From an optimization exercise on the open Yosys and OpenROAD flow, aimed at small area, a short achievable clock period and few clock cycles; shortcuts taken in it are not production practice.
In this exercise RTL edits were held to simulation tests only and were not proved equivalent to the original.
No activity file was given, so power comes from the tool's default toggle rates.

==> run a <==
==> flow/design.v (excerpt) <==
module matrix_mac_top
#(
  parameter int MATRIX_DIM = 4,
  parameter int ELEM_W     = 16
)
(
  input  logic                                    dca_port_11,
  input  logic                                    dca_port_17,
  input  logic                                    i_start,
  input  logic                                    i_clear,
  input  logic [1:0]                              i_opcode,
  input  logic                                    i_init_acc,
  input  logic [MATRIX_DIM-1:0]                   i_row_mask,
  input  logic [MATRIX_DIM-1:0]                   i_col_mask,
  input  logic [mac_pkg::STEP_W-1:0]              i_steps,
  input  logic [MATRIX_DIM*MATRIX_DIM*ELEM_W-1:0] i_lhs,
  input  logic [MATRIX_DIM*MATRIX_DIM*ELEM_W-1:0] i_rhs,
  output logic                                    o_busy,
  output logic                                    o_step_req,
  output logic                                    o_done,
  output logic [MATRIX_DIM*MATRIX_DIM*ELEM_W-1:0] o_result
);
export LEC_CHECK = 0
export CAP_MARGIN = 20
export CORE_MARGIN = 2
export CORE_UTILIZATION = 40
export SETUP_SLACK_MARGIN = 2.5
export SLEW_MARGIN = 20
create_clock -name core_clock -period 8.0 [get_ports {dca_port_11}]
standard.sh (not shown) runs the stock make flow with config.mk's settings and CLKGATE_MAP_FILE= SYNTH_SCRIPT=/design/flow/synth_recipe.tcl, a recipe that flattens the netlist after the stock synthesis.
==> flow/flow/run.sh <==
#!/bin/bash
# Layout: the standard flow (standard.sh, unchanged synthesis), except that
# the port buffers are buf_2 cells instead of the clkdlybuf4s50_1 delay cells
# that buffer_ports picks by default. Every port still gets its buffer.
set -euo pipefail
export BUFFER_PORTS_ARGS="-buffer_cell sky130_fd_sc_hd__buf_2"
bash standard.sh > standard_flow.log 2>&1
==> run b: changes against run a <==
- SETUP_SLACK_MARGIN: 2.5 -> 1.5
==> run c: changes against run a <==
- ABC_AREA: not set -> 1
- SETUP_SLACK_MARGIN: 2.5 -> 1.5
==> comparison <==
Run b went through all stages and came out clean. Run c finished clean. Run a finished clean.
The highest via count belongs to run c, the lowest to run b.
Worst setup slack, lowest first: run c, run b, run a.
Die area: run c is larger than run a (2.7%).
Power: run c is larger than run b (about 0.7%).
In flip-flop and latch count, run c and run a do not differ.
Synthesized area: run c is higher than run b (2.7%).
The lowest critical path depth belongs to run b, the highest to run c.
Register-to-register slack: run c < run b < run a.
Cell area: run a > run c > run b.
The highest core utilization belongs to run a, the lowest to run b.
Testbench counts of run a, summed over its fixed seeds: cycles 7,501.
Testbench counts of run b, summed over its fixed seeds: cycles 7,501.
Testbench counts of run c, summed over its fixed seeds: cycles 7,501.

==> run X: inputs <==
matrix_mac_top, a different RTL version from the one above (not shown whole).
Settings: LEC_CHECK=0, CAP_MARGIN=20, CORE_MARGIN=2, CORE_UTILIZATION=40, SETUP_SLACK_MARGIN=2.0, SLEW_MARGIN=20; clock period 8.0 ns.
==> flow/flow/run.sh <==
#!/bin/bash
# Layout flow: the standard flow (standard.sh) with two changes.
#  1. The port buffers are buf_2 cells instead of the clkdlybuf4s50_1 delay
#     cells that buffer_ports picks by default; every port still gets one.
#  2. After the standard synthesis (run unchanged), fa_polarity.py re-chooses
#     the polarity of each full-adder cell (a full adder is self-dual) so that
#     fewer inverters sit between them. Registers and all other cells are kept.
#     simeq.py compares the netlists by random simulation of every register
#     input and output; if they differ, the standard netlist is used as is.
set -euo pipefail
export BUFFER_PORTS_ARGS="-buffer_cell sky130_fd_sc_hd__buf_2"
R=orfs/results/${FLOW_PLATFORM}/matrix_mac_top/base
LIB=${FLOW_HOME}/platforms/${FLOW_PLATFORM}/lib/sky130_fd_sc_hd__tt_025C_1v80.lib

bash standard.sh synth > standard_synth.log 2>&1
cp "$R/1_2_yosys.v" "$R/1_2_yosys_standard.v"
if python3 flow/fa_polarity.py "$R/1_2_yosys_standard.v" polarity.v > fa_polarity.log 2>&1 &&
   python3 flow/simeq.py "$LIB" "$R/1_2_yosys_standard.v" polarity.v > simeq.log 2>&1; then
  cp polarity.v "$R/1_2_yosys.v"
  rm -f "$R/1_synth.odb" "$R/1_synth.sdc"
else
  echo "polarity step not used" >> fa_polarity.log
fi
bash standard.sh > standard_flow.log 2>&1
Other scripts of this flow, unchanged in this note and not shown: flow/flow/fa_polarity.py, flow/flow/simeq.py
==> inputs of run M, as changes to run X <==
Settings changed: GPL_TIMING_DRIVEN set to 0, SETUP_SLACK_MARGIN 2.0 to 1.5.
==> inputs of run A, as changes to run X <==
Settings changed: CORE_UTILIZATION 40 to 50.
==> inputs of run P, as changes to run X <==
--- a/flow/flow/run.sh
+++ b/flow/flow/run.sh
@@ -1,5 +1,5 @@
 #!/bin/bash
 # Layout flow: the standard flow (standard.sh) with two changes.
-#  1. The port buffers are buf_2 cells instead of the clkdlybuf4s50_1 delay
+#  1. The port buffers are buf_1 cells instead of the clkdlybuf4s50_1 delay
 #     cells that buffer_ports picks by default; every port still gets one.
 #  2. After the standard synthesis (run unchanged), fa_polarity.py re-chooses
@@ -9,5 +9,5 @@
 #     input and output; if they differ, the standard netlist is used as is.
 set -euo pipefail
-export BUFFER_PORTS_ARGS="-buffer_cell sky130_fd_sc_hd__buf_2"
+export BUFFER_PORTS_ARGS="-buffer_cell sky130_fd_sc_hd__buf_1"
 R=orfs/results/${FLOW_PLATFORM}/matrix_mac_top/base
 LIB=${FLOW_HOME}/platforms/${FLOW_PLATFORM}/lib/sky130_fd_sc_hd__tt_025C_1v80.lib
==> reports/metrics.cfg <==
[cells_and_area]
fin_nets = 11200
clkCellAreaFrac = 0.0210
layout_common_cells = fa_1, nor2_1, buf_2
utilization = 0.575

[global_routing]
met3_usage = 0.135
grt_usage = 0.416

[setup_path]
cp.arrival_ps = 6570
crit_type = input port to register
cp_max_fo = 5

[outcome]
status = no timing/DRC/antenna violations

[floorplanning]
tapCellCount = 2044
fp-row-count = 144
die-area_um2 = 158000

[power]
ir_drop_v = 0.000210

# the run above: run A

==> reports/metrics.cfg <==
[setup_path]
crit_type = input port to register
cp.arrival_ps = 6660
cp_max_fo = 13

[outcome]
status = no timing/DRC/antenna violations

[power]
ir_drop_v = 0.000189

[detailed_routing]
drc = 0

[global_routing]
grt_pass1_vias = 68400
met3_usage = 0.0860
grt_usage = 0.346

[cells_and_area]
fin_nets = 11200
utilization = 0.460
layout_common_cells = fa_1, nor2_1, buf_1

[floorplanning]
die-area_um2 = 197000

[place]
dpl.cell_count = 11100

# the run above: run P

==> reports/metrics.cfg <==
[outcome]
status = no timing/DRC/antenna violations

[timing]
holdWs_ps = 498
slew_viol_final = 0
skew_ps = 37.5

[floorplanning]
die-area_um2 = 197000
fp-row-count = 161
tapCellCount = 2526

[setup_path]
cp.arrival_ps = 7210
crit_type = register to register

[power]
p_comb_frac = 0.689
power_density_nw_per_um2 = 210
ir_drop_v = 0.000222

[cells_and_area]
layout_common_cells = fa_1, nor2_1, buf_2
largest_reg_flops = 240
fillers = 18700
fin_nets = 11400
clkCellAreaFrac = 0.0207

[global_routing]
met3_usage = 0.130
grt_usage = 0.434

# the run above: run M

==> reports/metrics.cfg <==
[global_routing]
grt_usage = 0.341
met3_usage = 0.0907

[cells_and_area]
fin_cells = 11300
layout_common_cells = fa_1, nor2_1, buf_2
utilization = 0.463
clkCellAreaFrac = 0.0226
fin_nets = 11100

[setup_path]
cp.arrival_ps = 6600
crit_type = input port to register
cp_max_fo = 9
worstSetupStartpointType = input port

[floorplanning]
fp-row-count = 161
die-area_um2 = 197000
tapCellCount = 2526

[outcome]
status = no timing/DRC/antenna violations

[detailed_routing]
via_per_inst = 5.59

# the run above: run X

Testbench counts of run X, summed over its fixed seeds: cycles 7,501.
Testbench counts of run M, summed over its fixed seeds: cycles 7,501.
Testbench counts of run A, summed over its fixed seeds: cycles 7,501.
Testbench counts of run P, summed over its fixed seeds: cycles 7,501.

==> inputs of trial 56 <==
Starting RTL as in the previous note.
Settings: LEC_CHECK=0, CAP_MARGIN=10, CORE_MARGIN=2, CORE_UTILIZATION=40, SETUP_SLACK_MARGIN=2.0, SLEW_MARGIN=10; clock period 8.0 ns.
==> flow/flow/run.sh <==
#!/bin/bash
# Layout flow: the standard flow (standard.sh) with two changes.
#  1. The port buffers are buf_2 cells instead of the clkdlybuf4s50_1 delay
#     cells that buffer_ports picks by default; every port still gets one.
#  2. After the standard synthesis (run unchanged), fa_polarity.py re-chooses
#     the polarity of each full-adder cell (a full adder is self-dual) so that
#     fewer inverters sit between them. Registers and all other cells are kept.
#     simeq.py compares the netlists by random simulation of every register
#     input and output; if they differ, the standard netlist is used as is.
set -euo pipefail
export BUFFER_PORTS_ARGS="-buffer_cell sky130_fd_sc_hd__buf_2"
R=orfs/results/${FLOW_PLATFORM}/matrix_mac_top/base
LIB=${FLOW_HOME}/platforms/${FLOW_PLATFORM}/lib/sky130_fd_sc_hd__tt_025C_1v80.lib

bash standard.sh synth > standard_synth.log 2>&1
cp "$R/1_2_yosys.v" "$R/1_2_yosys_standard.v"
if python3 flow/fa_polarity.py "$R/1_2_yosys_standard.v" polarity.v > fa_polarity.log 2>&1 &&
   python3 flow/simeq.py "$LIB" "$R/1_2_yosys_standard.v" polarity.v > simeq.log 2>&1; then
  cp polarity.v "$R/1_2_yosys.v"
  rm -f "$R/1_synth.odb" "$R/1_synth.sdc"
else
  echo "polarity step not used" >> fa_polarity.log
fi
bash standard.sh > standard_flow.log 2>&1
Other scripts of this flow, unchanged in this note and not shown: flow/flow/fa_polarity.py, flow/flow/simeq.py
==> inputs of build 41, as changes to trial 56 <==
Settings changed: CAP_MARGIN 10 to 20, PLACE_DENSITY from default to 0.75, SLEW_MARGIN 10 to 20.
==> inputs of build 44, as changes to trial 56 <==
Settings changed: CAP_MARGIN 10 to 20, SETUP_SLACK_MARGIN 2.0 to 2.5, SLEW_MARGIN 10 to 20.
==> inputs of build 70, as changes to trial 56 <==
Settings changed: CAP_MARGIN 10 to 20, SETUP_SLACK_MARGIN 2.0 to 2.25, SLEW_MARGIN 10 to 20.
==> notes <==
- Combinational power: build 44 > build 70 > build 41 > trial 56.
- Build 70 went through all stages and came out clean. Build 44 went through all stages and came out clean. Trial 56 completed without violations. Build 41 completed with no timing, DRC or antenna violations.
- The highest routed wire length belongs to build 44, the lowest to trial 56.
- Area after synthesis is the same in build 41 and build 44.
- Via count, lowest first: trial 56, build 70, build 41, build 44.
- Between trial 56 and build 41, the lower clock power is in build 41 (gap about 1%, measured against build 41).
- Sequential share of layout area, lowest first: build 44, build 70, build 41, trial 56.
==> figures <==
	build 41	trial 56	build 70	build 44
Run status	complete, no violations	complete, no violations	complete, no violations	complete, no violations
Crit path max-delay cell type	sky130_fd_sc_hd__and2_1	sky130_fd_sc_hd__and3_1	sky130_fd_sc_hd__fa_1	sky130_fd_sc_hd__and3_1
Met3 routed wirelength	36100 um	32300 um	32500 um	29400 um
Register-to-Register Setup Slack	2.08 ns	2.09 ns	2.29 ns	2.30 ns
Hold slack final	0.509 ns	0.517 ns	0.545 ns	0.525 ns
Share of power burned in the clock network	0.154	0.160	0.152	0.146
PostCTS Resize Cnt	236	177	372	695
Seq pwr share	0.183	0.188	0.179	0.175
Start of the worst register-to-register path	mac_inst_reg_i.o_inst_opcode[0]$_DFFE_PN0N_	mac_inst_reg_i.o_inst_opcode[0]$_DFFE_PN0N_	mac_inst_reg_i.o_inst_opcode[1]$_DFFE_PN0N_	mac_inst_reg_i.o_inst_opcode[0]$_DFFE_PN0N_
Area occupied by multi-input gates	65600 um^2	65300 um^2	67400 um^2	69000 um^2
Count of buffering cells on the critical path with inverters included	3	3	2	3
Worst-Margin Slew	1.23 ns	1.26 ns	1.19 ns	1.18 ns
Grt met3 use	0.0861	0.0934	0.0813	0.0714
Fraction of area in multi-input gates	0.730	0.734	0.722	0.714
Testbench counts of trial 56, summed over its fixed seeds: cycles 7,501.
Testbench counts of build 41, summed over its fixed seeds: cycles 7,501.
Testbench counts of build 44, summed over its fixed seeds: cycles 7,501.
Testbench counts of build 70, summed over its fixed seeds: cycles 7,501.

==> inputs of build 16 <==
matrix_mac_top, a different RTL version from the one above (not shown whole).
clock: 8.0 ns
lec_check: 0
cap_margin: 5
core_margin: 2
core_utilization: 65
slew_margin: 5
run.sh (not shown) runs the stock make flow with config.mk's settings and CLKGATE_MAP_FILE= SYNTH_SCRIPT=/design/flow/synth_recipe.tcl, a recipe that flattens the netlist after the stock synthesis.
Stock flow here: none of the scripts above is used.
==> inputs of build 75, as changes to build 16 <==
--- a/flow/config.mk
+++ b/flow/config.mk
@@ -6,6 +6,6 @@
 export NUM_CORES = 4
 export LEC_CHECK = 0
-export CAP_MARGIN = 5
+export CAP_MARGIN = 20
 export CORE_MARGIN = 2
-export CORE_UTILIZATION = 65
-export SLEW_MARGIN = 5
+export CORE_UTILIZATION = 40
+export SLEW_MARGIN = 20
==> notes <==
- Against build 75, the hold slack of build 16 is lower by 0.011 ns.
- Between build 75 and build 16, the lower register-to-register slack is in build 16 (gap 0.23 ns).
- In build 16 the clock skew is lower than in build 75, by 0.0092 ns.
- Between build 75 and build 16, the lower clock-buffer cell count is in build 16 (gap 3).
- Against build 75, the setup slack of build 16 is worse by 0.17 ns.
- Sequential power is about the same in build 75 and build 16.
- Against build 16, the die area of build 75 is larger by about 60%.
- Of build 16 and build 75, build 75 has the higher fmax (gap about 2.3%, measured against build 75).
==> figures <==
| metric | build 75 | build 16 |
|---|---|---|
| Clk latency of the worst-skew pair | 0.75 ns | 0.69 ns |
| Total Routing Usage GR | 36.5% | 55.4% |
| Non-clk buf share | 13.4% | 12.4% |
| DR WL met3 | 27,400 um | 59,500 um |
| Cell total after placement | 12.7k | 11.5k |
| Via-to-Cell Ratio | 5.50 | 6.55 |
| Met2 usage | 56.1% | 77.5% |
| Met2 wire len | 168,000 um | 140,000 um |
| Path depth of the worst reg2reg path | 18 | 17 |
| Run status | no timing/DRC/antenna violations | no timing/DRC/antenna violations |
| Row count | 164 | 128 |
| Flop+latch power | 0.00288 W | 0.00285 W |
| Time the final worst path needs with I/O delays and setup | 7.29 ns | 7.46 ns |
| Headroom to the max-slew limit | 36.5% | 12.7% |
| NetSw | 0.00915 W | 0.00919 W |
| Initial Utilization | 40.2% | 65.7% |
| Total vias in the final route | 70.8k | 76.5k |
| Worst Path Arrival | 7.91 ns | 8.01 ns |
Testbench counts of build 16, summed over its fixed seeds: cycles 7,501.
Testbench counts of build 75, summed over its fixed seeds: cycles 7,501.

==> inputs of job 6455 <==
matrix_mac_top with an RTL version that a note above also has.
// matrix_mac_top
module matrix_mac_top
#(
  parameter int MATRIX_DIM = 4,
  parameter int ELEM_W     = 16
)
(
  input  logic                                    dca_port_11,
  input  logic                                    dca_port_17,
  input  logic                                    i_start,
  input  logic                                    i_clear,
  input  logic [1:0]                              i_opcode,
  input  logic                                    i_init_acc,
  input  logic [MATRIX_DIM-1:0]                   i_row_mask,
  input  logic [MATRIX_DIM-1:0]                   i_col_mask,
  input  logic [mac_pkg::STEP_W-1:0]              i_steps,
  input  logic [MATRIX_DIM*MATRIX_DIM*ELEM_W-1:0] i_lhs,
  input  logic [MATRIX_DIM*MATRIX_DIM*ELEM_W-1:0] i_rhs,
  output logic                                    o_busy,
  output logic                                    o_step_req,
  output logic                                    o_done,
  output logic [MATRIX_DIM*MATRIX_DIM*ELEM_W-1:0] o_result
);
  logic                             run;
  logic                             first;
  logic [1:0]                       inst_opcode;
  logic                             inst_init_acc;
  logic [MATRIX_DIM*MATRIX_DIM-1:0] inst_elem_en;
  mac_seq mac_seq_i
  (
    .dca_port_11 (dca_port_11),
    .dca_port_17 (dca_port_17),
    .i_start     (i_start),
    .i_clear     (i_clear),
    .i_opcode    (i_opcode),
    .i_steps     (i_steps),
    .o_run       (run),
  ...
==> flow/config.mk <==
export PLATFORM = sky130hd
export DESIGN_NAME = matrix_mac_top
export DESIGN_NICKNAME = matrix_mac_top
export VERILOG_FILES = /design/flow/design.v
export SDC_FILE = /design/flow/constraint.sdc
export NUM_CORES = 4
export LEC_CHECK = 0
export CAP_MARGIN = 20
export CORE_MARGIN = 2
export CORE_UTILIZATION = 40
export SETUP_SLACK_MARGIN = 1.5
export SLEW_MARGIN = 20
==> flow/constraint.sdc <==
create_clock -name core_clock -period 8.0 [get_ports {dca_port_11}]
set_input_delay 1.6000 -clock core_clock [delete_from_list [all_inputs] [get_ports {dca_port_11}]]
set_output_delay 1.6000 -clock core_clock [all_outputs]
set_load 0.01 [all_outputs]
standard.sh (not shown) runs the stock make flow with config.mk's settings and CLKGATE_MAP_FILE= SYNTH_SCRIPT=/design/flow/synth_recipe.tcl, a recipe that flattens the netlist after the stock synthesis.
Scripts as last shown in full above: flow/flow/run.sh
Other scripts of this flow, unchanged in this note and not shown: flow/flow/fa_polarity.py, flow/flow/simeq.py
==> inputs of job 9006, as changes to job 6455 <==
Settings changed: CTS_BUF_LIST from default to sky130_fd_sc_hd__clkbuf_4 sky130_fd_sc_hd__clkbuf_8, CTS_CLUSTER_SIZE from default to 20, SETUP_SLACK_MARGIN 1.5 to 2.0.
==> flow_metrics.tcl <==
set metrics [dict create \
    status "complete, no violations" \
    vdd_ir_drop_max_v 0.0002056 \
    fin_worst_skew_ns 0.04846 \
    power_switching_mw 8.571 \
    r2r_slack_ns 1.59 \
    insertedDiodeCount 89 \
    critPathMaxStageDelay_ns 0.65 \
]
That was job 6455.
==> flow_metrics.tcl <==
set metrics [dict create \
    status "complete, no violations" \
    antenna_found_initial 120 \
    critPathTopFamily "adder cells" \
    r2r_slack_ns 2.06 \
    vdd_ir_drop_max_v 0.0001812 \
    fin_worst_skew_ns 0.06402 \
    grtUsageMet3 0.09320 \
]
That was job 9006.
Testbench counts of job 6455, summed over its fixed seeds: cycles 7,501.
Testbench counts of job 9006, summed over its fixed seeds: cycles 7,501.

[static timing again, ports no longer ideal]
The flow's constraints put no driver on any port. The routed layouts listed below were extracted and timed again, unchanged, in two steps. Step 1: set_driving_cell puts a clkbuf_16 on dca_port_11 and a buf_2 on each other input, an assumption about the parent block. Step 2 times the ports against the registers' clock, not the clock port: input delays grow and output delays shrink by t, the midpoint of the rising clock arrivals with the driver on. a / b / c = no drivers / after step 1 / after step 2; a / b = the first two.
run	t (ns)	setup slack, ns	worst setup path at the end
run a of note 1	0.830	1.692 / 1.692 / 0.905	input to register
run b of note 1	0.804	1.541 / 1.534 / 0.730	input to register
run c of note 1	0.821	1.511 / 1.511 / 0.779	input to register
run X of note 2	0.811	2.032 / 2.032 / 1.221	input to register
run M of note 2	0.843	1.437 / 1.437 / 0.739	input to register
run A of note 2	0.777	1.995 / 2.055 / 1.282	input to register
run P of note 2	0.826	1.962 / 2.015 / 1.189	input to register
trial 56	0.804	2.034 / 1.923 / 1.118	input to register
build 41	0.805	1.991 / 1.965 / 1.160	input to register
build 44	0.819	2.280 / 2.297 / 1.523	input to register
build 70	0.814	2.261 / 2.234 / 1.420	input to register
build 16	0.752	0.542 / 0.603 / -0.149	input to register
build 75	0.817	0.713 / 0.763 / -0.053	input to register
job 6455	0.809	1.587 / 1.531 / 0.721	input to register
job 9006	0.957	2.033 / 2.040 / 1.084	input to register
Met with ideal ports but missed after step 2: setup timing in build 16 and build 75. For job 9006, which loses most, drivers alone change the setup slack by +0.007 ns; drivers and shift together by -0.949 ns.
